Context: an optimization exercise on an open-source flow, tuned for small area, a short achievable clock period and few clock cycles. The choices shown serve that exercise and are no tape-out recipe.
The RTL was checked by simulation tests, not by an equivalence proof against the original design.

## oak
==> flow/design.v (excerpt) <==
module cosinos_core (
  input  logic            clk,
  input  logic            rst,
  input  logic            start,
  input  logic [cosinos_pkg::X_W-1:0]  x,
  input  logic [cosinos_pkg::Y_W-1:0]  y,
  output logic [1:0]      intpart,
  output logic [7:0]      fracpart,
  output logic            done
);
clock: 11.0 ns
lec_check: 0
cap_margin: 20
core_margin: 2
core_utilization: 40
setup_slack_margin: 5
slew_margin: 20
synth_hierarchical: 1
run.sh (not shown) runs the stock make flow with config.mk's settings and CLKGATE_MAP_FILE= SYNTH_SCRIPT=/design/flow/synth_recipe.tcl, a recipe that flattens the netlist after the stock synthesis.
Testbench counts of oak, summed over its fixed seeds: cycles 14,976.
The inputs of pine differ from those of oak as listed below.
diff --git a/flow/design.v b/flow/design.v
--- a/flow/design.v
+++ b/flow/design.v
@@ -9,41 +9,42 @@
 module cosinos_datapath (
   input  logic        clk,
   input  logic        start,    
   input  logic        pha,      
   input  logic        add,      
   input  logic [9:0]  x,
   input  logic [7:0]  y,
   input  logic [2:0]  n,        
   output logic        stop_m,   
   output logic        pstop,    
+  output logic        pzero,    
   output logic [9:0]  res       
 );
   logic signed [23:0] m;
   logic [17:0]        sum;
   logic [17:0]        diff;
   logic [7:0]         y_r;
   logic [19:0]        x2_r;
   logic [10:0]        sel_one, sel_two, sel_neg;
   logic               en_r;
   logic signed [11:0] ylog_r;
   logic               pst_r;
   logic [19:0]        x2_in, sq_s, sq_c;
   logic [10:0]        xi_one, xi_two, xi_neg;    
   logic [10:0]        xr_one, xr_two, xr_neg;    
   logic [22:0]        bi, br;
   logic signed [11:0] thr;
   logic [10:0]        r_one, r_two, r_neg;
   logic [39:0]        a_s, a_c, a_sum;
   logic [8:0]         mlog, xlog, ylog;
   logic [23:0]        mabs, magm;
-  logic [7:0]         ym1;
+  logic [7:0]         ym1, pmax;
   logic signed [11:0] kb;
   logic               pst_in, pst0;
   always_comb begin
     case (n)
       3'd1: begin r_one = 11'b00001111111; r_two = 11'b00000000000; r_neg = 11'b00000000000; end
       3'd2: begin r_one = 11'b00001010101; r_two = 11'b00000101010; r_neg = 11'b00000101010; end
       3'd3: begin r_one = 11'b00000110110; r_two = 11'b00000001001; r_neg = 11'b00000001001; end
       3'd4: begin r_one = 11'b00000111000; r_two = 11'b00000000110; r_neg = 11'b00000011010; end
       3'd5: begin r_one = 11'b00000000100; r_two = 11'b00000010000; r_neg = 11'b00000000100; end
       3'd6: begin r_one = 11'b00000010100; r_two = 11'b00000001010; r_neg = 11'b00000000110; end
@@ -1536,22 +1537,36 @@
   cosinos_fa u_w846 (.a(w810), .b(w823), .c(w824), .s(w846), .co(w847));
   cosinos_fa u_w848 (.a(w811), .b(w826), .c(w825), .s(w848), .co(w849));
   cosinos_fa u_w850 (.a(x[7]), .b(w827), .c(w828), .s(w850), .co(w851));
   cosinos_fa u_w852 (.a(w793), .b(w795), .c(w829), .s(w852), .co(w853));
   cosinos_fa u_w854 (.a(w796), .b(w797), .c(x[8]), .s(w854), .co(w855));
   assign sq_s = {1'b0, w799, w798, w854, w852, w850, w848, w846, w844, w842, w840, w838, w836, w834, w832, w830, w756, w755, 1'b0, x[0]};
   assign sq_c = {1'b0, x[9], w855, w853, w851, w849, w847, w845, w843, w841, w839, w837, w835, w833, w831, x[2], 1'b0, x[1], 1'b0, 1'b0};
   assign x2_in = sq_s + sq_c;
   assign magm   = m ^ {24{m[23]}};
   assign ym1    = y_r - 8'd1;
-  assign stop_m = (magm[23:16] == 8'd0) & (magm[15:8] < y_r)
-                & ~(m[23] & (magm[15:8] == ym1) & (&magm[7:0]));
+  assign stop_m = ((magm[23:16] == 8'd0) & (magm[15:8] < y_r)
+                   & ~(m[23] & (magm[15:8] == ym1) & (&magm[7:0])))
+                | (m == 24'sd0);
+  always_comb begin
+    case (n)
+      3'd1: pmax = 8'd12;
+      3'd2: pmax = 8'd29;
+      3'd3: pmax = 8'd56;
+      3'd4: pmax = 8'd90;
+      3'd5: pmax = 8'd132;
+      3'd6: pmax = 8'd182;
+      3'd7: pmax = 8'd240;
+      default: pmax = 8'd0;
+    endcase
+  end
+  assign pzero = (m[23:8] == 16'd0) & (m[7:0] <= pmax);
   assign mabs = m ^ {24{m[23]}};
   cosinos_log2 #(.W(24)) u_lm (.v(mabs), .l(mlog));
   cosinos_log2 #(.W(10)) u_lx (.v(x),    .l(xlog));
   cosinos_log2 #(.W(8))  u_ly (.v(y),    .l(ylog));
   always_comb begin
     case (n)
       3'd1: kb = -12'sd513;
       3'd2: kb = -12'sd549;
       3'd3: kb = -12'sd574;
       3'd4: kb = -12'sd594;
@@ -1632,46 +1647,50 @@
   output logic [1:0]      intpart,
   output logic [7:0]      fracpart,
   output logic            done
 );
   logic       busy;     
   logic       have;     
   logic       pha;      
   logic [2:0] n;        
   logic       stop_m;
   logic       pstop;
+  logic       pzero;
   logic       last;
+  logic       fin;      
   logic [9:0] res;
   assign last = stop_m | pstop | (n == 3'd0);
   cosinos_datapath u_dp (
     .clk    (clk),
     .start  (start),
     .pha    (pha),
     .add    (busy & pha & ~stop_m),
     .x      (x),
     .y      (y),
     .n      (n),
     .stop_m (stop_m),
     .pstop  (pstop),
+    .pzero  (pzero),
     .res    (res)
   );
-  assign done     = have | (busy & pha & last);
+  assign fin      = pha ? last : pzero;
+  assign done     = have | (busy & fin);
   assign intpart  = res[9:8];
   assign fracpart = res[7:0];
   always_ff @(posedge clk) begin
     if (rst) begin
       busy <= 1'b0;
       have <= 1'b0;
     end else if (start) begin
       busy <= 1'b1;
       have <= 1'b0;
-    end else if (busy && pha && last) begin
+    end else if (busy && fin) begin
       busy <= 1'b0;
       have <= 1'b1;
     end
   end
   always_ff @(posedge clk) begin
     if (start) begin
       pha <= 1'b1;
       n   <= 3'd1;
     end else begin
       pha <= ~pha;
### Flow results
Uppermost layer routed: met4 -> pine, met5 -> oak
pine vs oak — worst stage delay on the critical path rose 0.23 ns.
Later-pin clock latency in the skew report delta (pine -> oak): insignificant
Global-route usage | pine below oak
Row vias per cell: pine lower / oak higher
pine finished every stage and its layout cleared the timing, DRC and antenna checks.
From oak to pine the numbers moved as follows: minimum period implied by the final worst setup slack saw an increase, horizontal die dimension has increased, placed standard-cell area now sits higher, smallest setup slack after layout moved down.
When pine is set beside oak, its number of antenna violations at the first check in global routing turns out to be 1 smaller.
Testbench counts of pine, summed over its fixed seeds: cycles 14,628.


Another version of the RTL of cosinos_core (not shown whole).
For scale: about 2500 cells after synthesis, about 120 flip-flops, about 32 I/O pins, ~22000 sq um of cells after synthesis.
export LEC_CHECK = 0
export CAP_MARGIN = 20
export CORE_MARGIN = 2
export CORE_UTILIZATION = 40
export SETUP_SLACK_MARGIN = 5
export SLEW_MARGIN = 20
export SYNTH_HIERARCHICAL = 1
create_clock -name core_clock -period 11.0 [get_ports {clk}]
Testbench counts at the start, summed over its fixed seeds: cycles 14,277.
==> next run, changes <==
--- a/flow/design.v
+++ b/flow/design.v
@@ -14,13 +14,12 @@
   input  logic [9:0]  x,
   input  logic [7:0]  y,
   input  logic [2:0]  n,        
   output logic        stop_m,   
   output logic        pstop,    
   output logic        pzero,    
-  output logic        pdone,    
   output logic [9:0]  res       
 );
   logic signed [23:0] m;
   logic [17:0]        sum;
   logic [17:0]        diff;
   logic [7:0]         y_r;
@@ -31,19 +30,19 @@
   logic [8:0]         xw_r;      
   logic               pst_r;
   logic [19:0]        x2_in, sq_s, sq_c;
   logic [10:0]        xi_one, xi_two, xi_neg;    
   logic [10:0]        xr_one, xr_two, xr_neg;    
   logic [22:0]        bi, br;
-  logic signed [11:0] thr, thrw, thr1;
+  logic signed [11:0] thr, thrw;
   logic [10:0]        r_one, r_two, r_neg;
   logic [39:0]        a_s, a_c, a_sum;
   logic [8:0]         mlog, xlog, ylog;
   logic [23:0]        mabs, magm;
   logic [7:0]         ym1, pmax;
-  logic signed [11:0] kb, kw, kb1;
+  logic signed [11:0] kb, kw;
   logic               pst_in, pst0;
   always_comb begin
     case (n)
       3'd1: begin r_one = 11'b00001111111; r_two = 11'b00000000000; r_neg = 11'b00000000000; end
       3'd2: begin r_one = 11'b00001010101; r_two = 11'b00000101010; r_neg = 11'b00000101010; end
       3'd3: begin r_one = 11'b00000110110; r_two = 11'b00000001001; r_neg = 11'b00000001001; end
@@ -1565,28 +1564,25 @@
   assign mabs = m ^ {24{m[23]}};
   cosinos_log2 #(.W(24)) u_lm (.v(mabs), .l(mlog));
   cosinos_log2 #(.W(10)) u_lx (.v(x),    .l(xlog));
   cosinos_log2 #(.W(8))  u_ly (.v(y),    .l(ylog));
   always_comb begin
     case (n)
-      3'd1: begin kb = -12'sd513; kw = -12'sd307; kb1 = -12'sd182; end
-      3'd2: begin kb = -12'sd549; kw = -12'sd328; kb1 = -12'sd203; end
-      3'd3: begin kb = -12'sd574; kw = -12'sd342; kb1 = -12'sd217; end
-      3'd4: begin kb = -12'sd594; kw = -12'sd353; kb1 = -12'sd228; end
-      3'd5: begin kb = -12'sd610; kw = -12'sd362; kb1 = -12'sd237; end
-      3'd6: begin kb = -12'sd624; kw = -12'sd370; kb1 = -12'sd245; end
-      3'd7: begin kb = 12'sd0; kw = 12'sd0; kb1 = -12'sd251; end
-      default: begin kb = 12'sd0; kw = 12'sd0; kb1 = 12'sd0; end
+      3'd1: begin kb = -12'sd513; kw = -12'sd307; end
+      3'd2: begin kb = -12'sd549; kw = -12'sd328; end
+      3'd3: begin kb = -12'sd574; kw = -12'sd342; end
+      3'd4: begin kb = -12'sd594; kw = -12'sd353; end
+      3'd5: begin kb = -12'sd610; kw = -12'sd362; end
+      3'd6: begin kb = -12'sd624; kw = -12'sd370; end
+      default: begin kb = 12'sd0; kw = 12'sd0; end
     endcase
   end
   assign thr    = $signed({5'd0, my_r}) - $signed({3'd0, xw_r}) - kb;
   assign thrw   = 12'sd368 - $signed({3'd0, xw_r}) - kw;
-  assign thr1   = $signed({5'd0, my_r}) - kb1;
   assign pst_in = en_r & (n != 3'd7) & (n != 3'd0)
                 & ($signed({3'd0, mlog}) < thr) & ($signed({3'd0, mlog}) < thrw);
-  assign pdone  = en_r & ($signed({3'd0, mlog}) < thr1);
   assign pst0   = ($signed({1'b0, xlog, 2'b0}) + 12'sd4 - 12'sd451 < $signed({3'd0, ylog}));
   assign pstop  = pst_r;
   assign diff = sum - m[17:0];
   assign res  = add ? diff[17:8] : sum[17:8];
   always_ff @(posedge clk) begin
     if (start) begin
@@ -1660,13 +1656,12 @@
   logic       have;     
   logic       pha;      
   logic [2:0] n;        
   logic       stop_m;
   logic       pstop;
   logic       pzero;
-  logic       pdone;
   logic       last;
   logic       fin;      
   logic [9:0] res;
   assign last = stop_m | pstop | (n == 3'd0);
   cosinos_datapath u_dp (
     .clk    (clk),
@@ -1676,16 +1671,15 @@
     .x      (x),
     .y      (y),
     .n      (n),
     .stop_m (stop_m),
     .pstop  (pstop),
     .pzero  (pzero),
-    .pdone  (pdone),
     .res    (res)
   );
-  assign fin      = pha ? last : (pzero | pdone);
+  assign fin      = pha ? last : pzero;
   assign done     = have | (busy & fin);
   assign intpart  = res[9:8];
   assign fracpart = res[7:0];
   always_ff @(posedge clk) begin
     if (rst) begin
       busy <= 1'b0;
=>
- global-route usage came out lower by 0.43 points
- core utilization came out higher by 1.3 points
- non-clock buffer count came out higher by 33
- fmax came out higher by about 20%
- via count came out lower by 0.82%
Testbench counts after the change, summed over its fixed seeds: cycles 14,374.

port drivers added, routing unchanged:
In the flow no input, the clock included, has a driving cell. The finished layouts below were timed again as built, in two steps. Step 1 (the two cells are an assumption about what drives the block):
set clk [get_ports {clk}]
set_driving_cell -lib_cell sky130_fd_sc_hd__clkbuf_16 $clk
set_driving_cell -lib_cell sky130_fd_sc_hd__buf_2 [delete_from_list [all_inputs] $clk]
Step 2 moves the port delays by t, midway between the first and last clock arrival at a register: inputs arrive t later, outputs are due t later. That takes back most of the time a late clock gives input paths. Three values: ideal, step 1, step 2; two values: the first two.
| run | t, ns | setup slack, ns | worst data-port slew with drivers (ns) |
|---|---|---|---|
| oak | 0.477 | 5.122 / 5.070 / 4.758 | 0.03 |
| pine | 0.478 | 5.107 / 5.080 / 4.650 | 0.03 |
| the first run of note 2 | 0.469 | 3.754 / 3.712 / 4.181 | 0.04 |
| the second run of note 2 | 0.475 | 4.973 / 4.973 / 4.767 | 0.05 |
After both steps every run listed still meets setup and hold. The setup slack of pine, which loses most, moves by -0.027 ns with the drivers and by -0.457 ns with both steps.
